Context: an optimization exercise on an open-source flow, tuned for small area and a short achievable clock period. The choices shown serve that exercise and are no tape-out recipe. No functional check of the RTL was part of any run shown here. No activity file was given, so power comes from the tool's default toggle rates.

File: flow/run.sh
#!/bin/bash
# Standard ORFS layout; repair_timing aims for 7 ns of setup slack so that
# the achieved period is pushed well below the 10 ns clock.
set -euo pipefail
bash standard.sh SETUP_SLACK_MARGIN=7 finish > standard_flow.log 2>&1
File: standard.sh
#!/bin/bash
# synth_recipe.tcl (not shown) runs the flow's synth.tcl, then flattens the netlist and writes it again
# the make line also repeats each setting of config.mk as NAME=value (left out here)
make -C /OpenROAD-flow-scripts/flow DESIGN_CONFIG=/design/flow/config.mk WORK_HOME=/design/flow/orfs CLKGATE_MAP_FILE= SYNTH_SCRIPT=/design/flow/synth_recipe.tcl "${@:-finish}"
File: config.mk
export PLATFORM = sky130hd
export DESIGN_NAME = bmp_filter
export DESIGN_NICKNAME = bmp_filter
export VERILOG_FILES = /design/flow/design.v
export SDC_FILE = /design/flow/constraint.sdc
export NUM_CORES = 4
export LEC_CHECK = 0
export ABC_CLOCK_PERIOD_IN_PS = 2500
export CAP_MARGIN = 20
export CORE_MARGIN = 2
export CORE_UTILIZATION = 40
export SLEW_MARGIN = 20
File: constraint.sdc
create_clock -name core_clock -period 10.0 [get_ports {dut_if}]
set_input_delay 2.0000 -clock core_clock [delete_from_list [all_inputs] [get_ports {dut_if}]]
set_output_delay 2.0000 -clock core_clock [all_outputs]
set_load 0.01 [all_outputs]
File: design.v
package bmp_pkg;
  localparam int HEADER_WORDS = 14;
  localparam int GROUP_WORDS  = 3;
  localparam int SIZE_LO_WORD = 0;
  localparam int SIZE_HI_WORD = 1;
  typedef logic [31:0] word_t;
  typedef logic [23:0] pixel_t;
  typedef logic [1:0]  mode_t;
  typedef logic [31:0] count_t;
  localparam mode_t MODE_THRESHOLD  = 2'd1;
  localparam mode_t MODE_BRIGHTNESS = 2'd2;
  typedef logic [95:0] pixel_group_t;
endpackage
module bmp_filter
(
  input  logic       dut_if,
  input  logic       reset_ind,
  input  logic       in_valid,
  input  bmp_pkg::word_t      in_data,
  input  bmp_pkg::mode_t      mode,
  input  logic [7:0] proc_val,
  output logic       out_valid,
  output bmp_pkg::word_t      out_data,
  output logic       frame_done
);
  logic [31:0] d;
  logic        v;
  logic [4:0]  s;
  logic [29:0] cnt;       
  logic        lastf;     
  logic        thr;       
  logic        bri;       
  logic [9:0]  pv;        
  logic [8:0]  st;        
  logic [31:0] q0, q1;
  logic        t0, t1;    
  logic [1:0]  n;
  logic        rd, wr;
  logic        fin;       
  logic        out_last;
  logic pix, ph0, ph1, ph2, s0, s1, s01, last;
  assign pix  = s[4];
  assign ph0  = (s[1:0] == 2'd0);
  assign ph1  = s[0];
  assign ph2  = s[1];
  assign s0   = (s == 5'd0);
  assign s1   = (s == 5'd1);
  assign s01  = (s[4:1] == 4'd0);          
  assign last = lastf && !s01;
  always_ff @(posedge dut_if) begin
    d <= in_data;
    v <= in_valid && !reset_ind;
  end
  always_ff @(posedge dut_if) begin
    if (s0 && !v) begin
      thr <= (mode == bmp_pkg::MODE_THRESHOLD);
      bri <= (mode == bmp_pkg::MODE_BRIGHTNESS);
      pv  <= {2'b00, proc_val};
    end else if (s0 && thr) begin
      pv  <= ~(10'({pv[7:0], 1'b0}) + 10'(pv[7:0]) + 10'd2);
    end
  end
  logic        dec;
  logic [29:0] cnt_dec;
  assign dec = v && !s01;
  always_comb begin
    logic [5:0] bin;
    logic       b;
    bin[0] = dec;
    for (int k = 1; k < 6; k++) bin[k] = bin[k-1] && (cnt[6*(k-1) +: 6] == 6'd0);
    for (int k = 0; k < 5; k++) begin
      b = bin[k];
      for (int i = 0; i < 6; i++) begin
        cnt_dec[6*k+i] = cnt[6*k+i] ^ b;
        b = b && !cnt[6*k+i];
      end
    end
  end
  always_ff @(posedge dut_if) begin
    cnt[13:0]  <= s0 ? {d[7:0], d[15:10]} : cnt_dec[13:0];
    cnt[29:14] <= s1 ? {d[23:16], d[31:24]} : cnt_dec[29:14];
    if (v) lastf <= !s01 && (cnt == 30'd4);
    if (reset_ind) begin
      s <= 5'd0;
    end else if (v) begin
      if (last)                    s <= 5'd0;
      else if (s == 5'd13)         s <= 5'b10000;
      else if (pix && ph2)         s <= 5'b10000;
      else                         s <= s + 5'd1;
    end
  end
  function automatic logic over(input logic [7:0] x, input logic [7:0] y,
                                input logic [8:0] z, input logic [9:0] k);
    logic [9:0] s1, c1, s2, c2;
    logic [10:0] t;
    s1 = {1'b0, 9'(x) ^ 9'(y) ^ z};
    c1 = {(9'(x) & 9'(y)) | (9'(x) & z) | (9'(y) & z), 1'b0};
    s2 = s1 ^ c1 ^ k;
    c2 = (s1 & c1) | (s1 & k) | (c1 & k);
    t  = 11'(s2) + {c2, 1'b0};
    over = t[10];
  endfunction
  logic ra, rb;
  assign ra = over(d[31:24], ph2 ? 8'd0 : d[23:16], ph0 ? {1'b0, d[15:8]} : st, pv);
  assign rb = over(d[7:0], ph0 ? 8'd0 : d[15:8], {1'b0, ph2 ? d[23:16] : 8'd0}, pv);
  always_ff @(posedge dut_if) begin
    if (v) st <= 9'(d[7:0]) + 9'(ph0 ? 8'd0 : d[15:8]);
  end
  logic        tpix;
  logic [7:0]  pe;
  logic [31:0] wdata;
  assign tpix = thr && pix;
  assign pe   = (bri && pix) ? pv[7:0] : 8'd0;
  always_comb begin
    for (int j = 0; j < 4; j++) begin
      logic [8:0] sum;
      sum = 9'(d[8*j +: 8]) + 9'(pe);
      if (sum[8] != pe[7]) wdata[8*j +: 8] = {8{sum[8]}};
      else                 wdata[8*j +: 8] = sum[7:0];
    end
    if (tpix) begin
      wdata[24] = ra;
      wdata[16] = ph2 ? rb : ra;
      wdata[8]  = ph0 ? ra : rb;
      wdata[0]  = rb;
    end
  end
  logic       push, rel, pop, fix1, fix2, byp;
  logic [1:0] held;
  assign push = v;
  assign rel  = v && pix && (ph2 || last);         
  assign held = pix ? s[1:0] : 2'd0;               
  assign pop  = (n > held) || (rel && n != 2'd0);
  assign fix1 = v && tpix && !ph0;                 
  assign fix2 = v && tpix && ph2;                  
  assign byp  = fix1 && n[0];                      
  always_ff @(posedge dut_if) begin
    if (push && !wr) begin
      q0 <= wdata;
      t0 <= tpix;
    end else if (wr) begin                         
      if (fix1) q0[0] <= ra;
      if (fix2) q0[8] <= ra;
    end
    if (push && wr) begin
      q1 <= wdata;
      t1 <= tpix;
    end else if (!wr) begin
      if (fix1) q1[0] <= ra;
      if (fix2) q1[8] <= ra;
    end
  end
  logic [31:0] qh;
  logic        th, b0;
  assign qh = rd ? q1 : q0;
  assign th = rd ? t1 : t0;
  assign b0 = byp ? ra : qh[0];
  always_ff @(posedge dut_if) begin
    out_data <= th ? {{8{qh[24]}}, {8{qh[16]}}, {8{qh[8]}}, {8{b0}}} : qh;
    out_last <= fin && (n == 2'd1);
    if (reset_ind) begin
      n          <= 2'd0;
      rd         <= 1'b0;
      wr         <= 1'b0;
      fin        <= 1'b0;
      out_valid  <= 1'b0;
      frame_done <= 1'b0;
    end else begin
      n          <= n + 2'(push) - 2'(pop);
      rd         <= rd ^ pop;
      wr         <= wr ^ push;
      if (push && last)                fin <= 1'b1;
      else if (pop && n == 2'd1)       fin <= 1'b0;
      out_valid  <= pop;
      frame_done <= out_valid && out_last;
    end
  end
endmodule
==> reports/results.ini, run 1 <==
[layout]
area_growth_pct = 19.63
n_antenna_cell = 0
final_nets = 1254
fillers = 2375
final_core_util_pct = 48.34
drive_gt1_share_pct = 14.79

[synthesis]
synth.distinct_cells = 71
yosysWarnings = 1
syn_area_per_cell_um2 = 10.87
ys_ff_latch = 196
synth_top_area_cell = edfxtp_1
synth.top_cell.area_share_pct = 24.67
ys_async_sr_fraction_pct = 0
synth_cells = 963
synth_area_um2 = 10470
synth_flop_cell = dfxtp_1
synth_edf_count = 86
yosysSeqAreaShare_pct = 45.70
syn_nets = 1148
synth_area_leaders = edfxtp_1 (25%), dfxtp_1 (21%), ha_1 (12%), fa_1 (6.9%), a21oi_1 (5.0%)

[placed_design]
place_worst_setup_slack_ps = 6126
gp_congestion = 0.8722
hpwl_mm = 18.22
io_buffers = 78

[sta]
relSlewSlack_pct = 29.49
fin_ws_ps = 6488
period_minus_slack_ps = 3512
setup_viol = 0
tns_ps = 0
hold_viol_final = 0
rsz0062_at_grt = true
slew_violations = 0
timing.final.crit_share_pct = 35.12
clock.fmax_mhz = 284.7
tightestPinTransition_ps = 1055
finalClockSkew_ps = 15.95

[critical_path]
end_kind = register
slowest_delay_ps = 440
crit_type = reg2reg
critPathRequiredTime_ps = 10190
cp.arrival_ps = 3700
slowest_stage = fa_1
r2r_cells = 13
cp_max_fo = 8
path_cells = clkinv_8, ha_4, buf_12, nor2b_4, fa_1, fa_1, ha_1, a21o_1, a211oi_2, o211ai_1, a211oi_2, a31oi_1, mux2_4
worstSetupStartpointType = register

[clock_network]
cts_tree = built
path_clk_slew_ps = 70
cts_buffers = 17
holdBufCountCts = 0
insertion_delay_ps = 440
clkSinkCount = 196
clockRootBuffer = clkbuf_16
htree_levels = 4
clockBufferDepth = 2

[global_route]
grt_max_degree = 35
grt_overflow = 0
grt_pass1_vias = 7069
track_usage_pct = 18.18
grt_antenna_before_repair = 0
grt_pass1_wl_mm = 38.41

[routing]
wl_mm = 24.72
drtIter0Drc = 560
viasPerCell = 5.080
wl_per_cell_um = 17.45
dr.pass1.iters = 5
num_vias = 7199
antenna_left = 0
drc = 0

[floorplanning]
die-width_um = 165.8
die_h_um = 165.8
dieArea_um2 = 27480
rows = 59
io_pins = 79
start_util_pct = 40.41
core_area_um2 = 25910

[pwr]
power_frac_clock_pct = 27.1
switching_share_pct = 32.92
power_density_nw_per_um2 = 200.6
cell_internal_pwr_uw = 1686
power_switching_uw = 827.1
seq_power_share_pct = 41.1
ir_drop_uv = 87.47
comb_power_share_pct = 31.7
power_leakage_uw = 0.005494

[min_path]
holdPathStages = 2
hold_class = reg2reg

[run_status]
run_status = complete, no violations

[run]
drv_cap = 0

[cell type report]
cell class                      instances  area (um2)  area share (%)
Clock buffer                           19       442.9           3.536
Clock inverter                         13       136.4           1.089
Inverter                              105       409.1           3.266
Multi-Input combinational cell        640        5375           42.91
Sequential cell                       196        4801           38.33
Tap cell                              335       419.2           3.346
Timing Repair Buffer                  109       942.2           7.522
[layer usage]
layer  up-vias  GRT usage, %  routed length, um  part of all wire [%]
li1       3584             -                  -                     -
met1      3411         24.39              11590                    47
met2       170         29.82              11480                    46
met3        34         2.717                996                   4.0
met4         0         6.957                656                   2.7
met5         -             0                  0                     0
[power by group through the flow]
stage / registers (uW) / clock network (uW) / logic (uW)
after floorplan: 1040 / 0 / 547
after CTS: 1030 / 696 / 798
after detailed placement: 1050 / 0 / 789
after global routing: 1050 / 725 / 909
after global placement: 1050 / 0 / 773
final: 1030 / 681 / 798
[worst paths after layout]
kind / start / endpoint / slack [ps]
hold / removal: out_last$_DFF_P_ / frame_done$_SDFF_PP0_ / 430
hold reg to reg: out_last$_DFF_P_ / frame_done$_SDFF_PP0_ / 430
setup / recovery: s[1]$_SDFFE_PP0P_ / q1[0]$_DFFE_PP_ / 6490
setup reg to reg: s[1]$_SDFFE_PP0P_ / q1[0]$_DFFE_PP_ / 6490
[worst max-delay path, delay by kind of cell (launching register included)]
| family | cells | cell delay [ps] |
|---|---|---|
| buffers and inverters | 2 | 200 |
| DFF | 1 | 390 |
| muxes | 1 | 280 |
| adders and majority gates | 4 | 1370 |
| and+or+nand+nor | 1 | 110 |
| AOI/OAI and AO/OA | 5 | 900 |
[synthesized netlist by cell type, types with 7 or more instances]
cell / number
a21o_1: 11
a21oi_1: 105
and2_1: 8
and3_1: 11
buf_2: 9
clkbuf_1: 10
dfxtp_1: 110
edfxtp_1: 86
fa_1: 36
ha_1: 104
inv_1: 103
mux2_2: 8
mux2i_1: 39
nand2_1: 43
nand3_1: 12
nor2_1: 61
nor2b_1: 20
nor3_1: 7
o211ai_1: 7
o21a_1: 10
o21ai_0: 29
o21bai_1: 7
xnor2_1: 21
xor2_1: 22
[placed cells by master, fill, tap and decap left out, drive strengths merged, types with 12 or more instances in the layout]
| cell | count |
|---|---|
| inv | 110 |
| mux2i | 39 |
| nand2 | 44 |
| clkdlybuf4s50 | 44 |
| nand3 | 12 |
| nor2 | 64 |
| clkbuf | 41 |
| o21ai | 32 |
| ha | 104 |
| xnor2 | 21 |
| buf | 35 |
| nor2b | 21 |
| xor2 | 22 |
| dfxtp | 110 |
| edfxtp | 86 |
| a21oi | 106 |
| fa | 36 |
[logic make-up (layout without fill, tap and decap cells)]
kind of cell | after synthesis | after routing | share of synthesized area (%)
simple gates | 196 | 196 | 9.429
xor+xnor | 44 | 44 | 3.812
flops | 196 | 196 | 45.70
mux | 48 | 48 | 4.732
fa+ha+maj | 143 | 143 | 19.61
compound gates | 209 | 209 | 12.06
buf+inv | 127 | 246 | 4.661
[sequential cells by signal, summed over array words and instances (netlist names), 2 cells and up]
register	count
cnt	30
d	32
n	2
out_data	32
pv	10
q0	32
q1	32
s	5
st	9
[what timing repair did]
action	CTS	global route
cloned	0	0
pin swaps	12	6
buffers inserted	15	9
resized for setup	96	59
endpoints found under the hold margin	0	0
endpoints found under the setup margin	93	83
[per-stage QoR]
stage	hold slack [ps]	area, um2	instances	total power [uW]
after floorplan	395.2	10540	963	1588
after global placement	413.9	11670	1360	1825
after detailed placement	414.6	11670	1360	1841
after CTS	426.1	12450	1407	2528
after global routing	448.2	12530	1417	2682
final	425.8	12530	1417	2513
==> run 2, diff against run 1 <==
==> run.sh (new file) <==
#!/bin/bash
# synth_recipe.tcl (not shown) runs the flow's synth.tcl, then flattens the netlist and writes it again
# the make line also repeats each setting of config.mk as NAME=value (left out here)
make -C /OpenROAD-flow-scripts/flow DESIGN_CONFIG=/design/flow/config.mk WORK_HOME=/design/flow/orfs CLKGATE_MAP_FILE= SYNTH_SCRIPT=/design/flow/synth_recipe.tcl finish
--- a/config.mk
+++ b/config.mk
@@ -10,3 +10,4 @@
 export CORE_MARGIN = 2
 export CORE_UTILIZATION = 40
+export SETUP_SLACK_MARGIN = 5
 export SLEW_MARGIN = 20
removed: flow/run.sh
removed: standard.sh
==> run 2 against run 1 <==
Clock skew is 1.2 ps higher. Register-to-register slack worse by 1100 ps. Non-clock buffer count is 23 lower. Core utilization is 1.1 points lower. Wire length is 2.3% lower. Die area stayed put. Sequential power hardly changed. Global-route usage is 0.32 points lower. First-iteration DRC count is 29% lower. Largest cell class unchanged. Highest routed layer unchanged.
==> reports/results.ini, run 2 <==
[floorplanning]
io_pins = 79
rows = 59
dieArea_um2 = 27480
die_h_um = 165.8
start_util_pct = 40.41
die-width_um = 165.8
core_area_um2 = 25910

[critical_path]
worstSetupStartpointType = register
cp.buffers_inverters = 1
regToRegEndpoint = q0[0]$_DFFE_PP_
path_cells = clkinv_1, ha_2, nor2b_1, fa_1, fa_1, ha_1, a21o_1, a211oi_1, o211ai_1, a211oi_1, a31oi_1, mux2_2
end_kind = register
slowest_stage = dfxtp_2
r2r_slack_ps = 5400
slowest_delay_ps = 580
cp.arrival_ps = 4780
cp_top_family = adder cells
crit_type = reg2reg
cp_max_fo = 21
critPathRequiredTime_ps = 10190
r2r_cells = 12
r2r-start = s[1]$_SDFFE_PP0P_

[routing]
antenna_left = 0
wl_mm = 24.15
drc = 0
viasPerCell = 5.075
dr.pass1.iters = 4
drtIter0Drc = 395
wl_per_cell_um = 17.32
num_vias = 7074

[sta]
finalClockSkew_ps = 17.11
setup_viol = 0
tns_ps = 0
rsz0062_at_grt = false
relSlewSlack_pct = 43.23
period_minus_slack_ps = 4595
clock.fmax_mhz = 217.6
fin_ws_ps = 5405
hold_viol_final = 0
slew_violations = 0
whs_ps = 421.5
timing.final.crit_share_pct = 45.95
tightestPinTransition_ps = 851.6

[placed_design]
io_buffers = 78
hpwl_mm = 18.13
place_area_um2 = 11630
gp_congestion = 0.8745
dp_cells = 1361
place_worst_setup_slack_ps = 4920

[synthesis]
yosysWarnings = 1
yosysSeqAreaShare_pct = 45.70
syn_nets = 1148
synth_flop_cell = dfxtp_1
synth.distinct_cells = 71
ys_ff_latch = 196
synth_area_leaders = edfxtp_1 (25%), dfxtp_1 (21%), ha_1 (12%), fa_1 (6.9%), a21oi_1 (5.0%)
synth_most_common_cell = dfxtp_1
synth_top_area_cell = edfxtp_1
synth_area_um2 = 10470
synth.top_cell.area_share_pct = 24.67
synth_common_cells = dfxtp_1 (110), a21oi_1 (105), ha_1 (104)
ys_async_sr_fraction_pct = 0
syn_area_per_cell_um2 = 10.87
synth_edf_count = 86
synth_cells = 963

[min_path]
hold_class = reg2reg
hp-start = out_last$_DFF_P_
holdPathStages = 2
min_to = frame_done$_SDFF_PP0_

[run]
drv_cap = 0

[global_route]
grt_overflow = 0
track_usage_pct = 17.86
grt_pass1_wl_mm = 38.08
grt_antenna_before_repair = 0
grt_max_degree = 35
grt_pass1_vias = 6993

[layout]
stdcell_count = 1394
layout_common_cells = dfxtp_1 (108), a21oi_1 (105), inv_1 (103), ha_1 (103), edfxtp_1 (86)
n_antenna_cell = 0
final_area_um2 = 12240
regArea_um2 = 4787
area_growth_pct = 16.95
multiInputGateArea_um2 = 5204
layout.cells.most_common = dfxtp_1
fillers = 2406
final_nets = 1231
drive_gt1_share_pct = 6.610

[clock_network]
clkSinkCount = 196
clockRootBuffer = clkbuf_16
path_clk_slew_ps = 70
cts_buffers = 17
htree_levels = 4
insertion_delay_ps = 440
clockBufferDepth = 2
cts_tree = built

[pwr]
power_frac_clock_pct = 27.6
switching_share_pct = 32.61
ir_drop_uv = 97.48
cell_internal_pwr_uw = 1685
seq_power_share_pct = 41.4
power_switching_uw = 815.5
power_leakage_uw = 0.005336
comb_power_share_pct = 31.0
power_density_nw_per_um2 = 204.2

[run_status]
run_status = complete, no violations

## run 2: layout make-up
cell class                      instances  share of cell area (%)
Clock buffer                           17                   3.474
Inverter                              105                   3.219
Clock inverter                         15                   1.359
Sequential cell                       196                   39.10
Multi-Input combinational cell        640                   42.50
Timing Repair Buffer                   86                   6.928
Tap cell                              335                   3.423
## run 2: power groups by stage
stage / registers, uW / clock network [uW] / logic [uW]
2_1_floorplan: 1040 / 0 / 535
3_3_place_gp: 1050 / 0 / 763
3_5_place_dp: 1050 / 0 / 777
4_1_cts: 1040 / 708 / 787
5_1_grt: 1050 / 740 / 889
6_report: 1030 / 691 / 775
## run 2: through the flow
stage / power [uW] / utilization [%]
after CTS: 2532 / 47.19
after detailed placement: 1832 / 44.90
final: 2501 / 47.25
after global routing: 2678 / 47.25
after global placement: 1815 / 44.90
after floorplan: 1576 / -
## run 2: worst register-to-register path, delay by kind of cell (launching register included)
family                     cells  cell delay [ps]
muxes                          1              280
AOI/OAI and AO/OA              5             1060
DFF                            1              580
adders and majority gates      4             1750
and+or+nand+nor                1              280
buffers and inverters          1              400
## run 2: cell families (layout without fill, tap and decap cells)
group                    Yosys count  count (layout)  synth area share, %
AO/OA/AOI/OAI                    209             209                12.06
flip-flops                       196             196                45.70
AND/OR/NAND/NOR                  196             196                9.429
adder cells (fa/ha/maj)          143             143                19.61
buffers and inverters            127             223                4.661
multiplexers                      48              48                4.732
XOR/XNOR                          44              44                3.812
## run 2: layer usage
metal / up-vias / track usage (%) / part of all wire, %
li1: 3531 / - / -
met4: 0 / 6.087 / 2.7
met3: 30 / 3.122 / 4.2
met1: 3363 / 24.09 / 47
met2: 150 / 29.14 / 46
met5: - / 0 / 0
## run 2: what timing repair did
action,4_1_cts,5_1_grt
pin swaps,0,0
hold buffers,0,0
gates resized for setup,1,1
gates cloned,0,0
buffers inserted,0,0
setup endpoints to repair,10,13
## run 2: worst max-delay path by stage
stage	start	end	slack [ps]	cells after the start
2_1_floorplan	s[1]$_SDFFE_PP0P_	q0[0]$_DFFE_PP_	5870	14
3_3_place_gp	s[1]$_SDFFE_PP0P_	out_data[1]$_DFF_P_	5050	14
3_5_place_dp	s[1]$_SDFFE_PP0P_	out_data[5]$_DFF_P_	4920	14
4_1_cts	s[1]$_SDFFE_PP0P_	out_data[7]$_DFF_P_	5110	14
5_1_grt	s[1]$_SDFFE_PP0P_	out_data[5]$_DFF_P_	5080	14
6_report	s[1]$_SDFFE_PP0P_	q0[0]$_DFFE_PP_	5400	12

afterwards: timing with drivers on the ports:
In the flow no input, the clock included, has a driving cell. The finished layouts below were timed again as built, in two steps. Step 1 (the two cells are an assumption about what drives the block):
set clk [get_ports {dut_if}]
set_driving_cell -lib_cell sky130_fd_sc_hd__clkbuf_16 $clk
set_driving_cell -lib_cell sky130_fd_sc_hd__buf_2 [delete_from_list [all_inputs] $clk]
Step 2 also shifts input and output timing later by t, the mid clock arrival at the registers, as if the neighbouring blocks saw the same clock. a / b / c = ideal ports / drivers / drivers and shift; a / b = the first two.
run	shift t [ns]	slack for setup (ns)	latest minus earliest clock arrival (ns)	worst register clock-pin slew, ns
run 1	0.480	6.488 / 6.488 / 6.488	0.016 / 0.016	0.08 / 0.08
run 2	0.479	5.405 / 5.405 / 5.405	0.017 / 0.017	0.08 / 0.08
After both steps setup and hold are still met in every run listed.
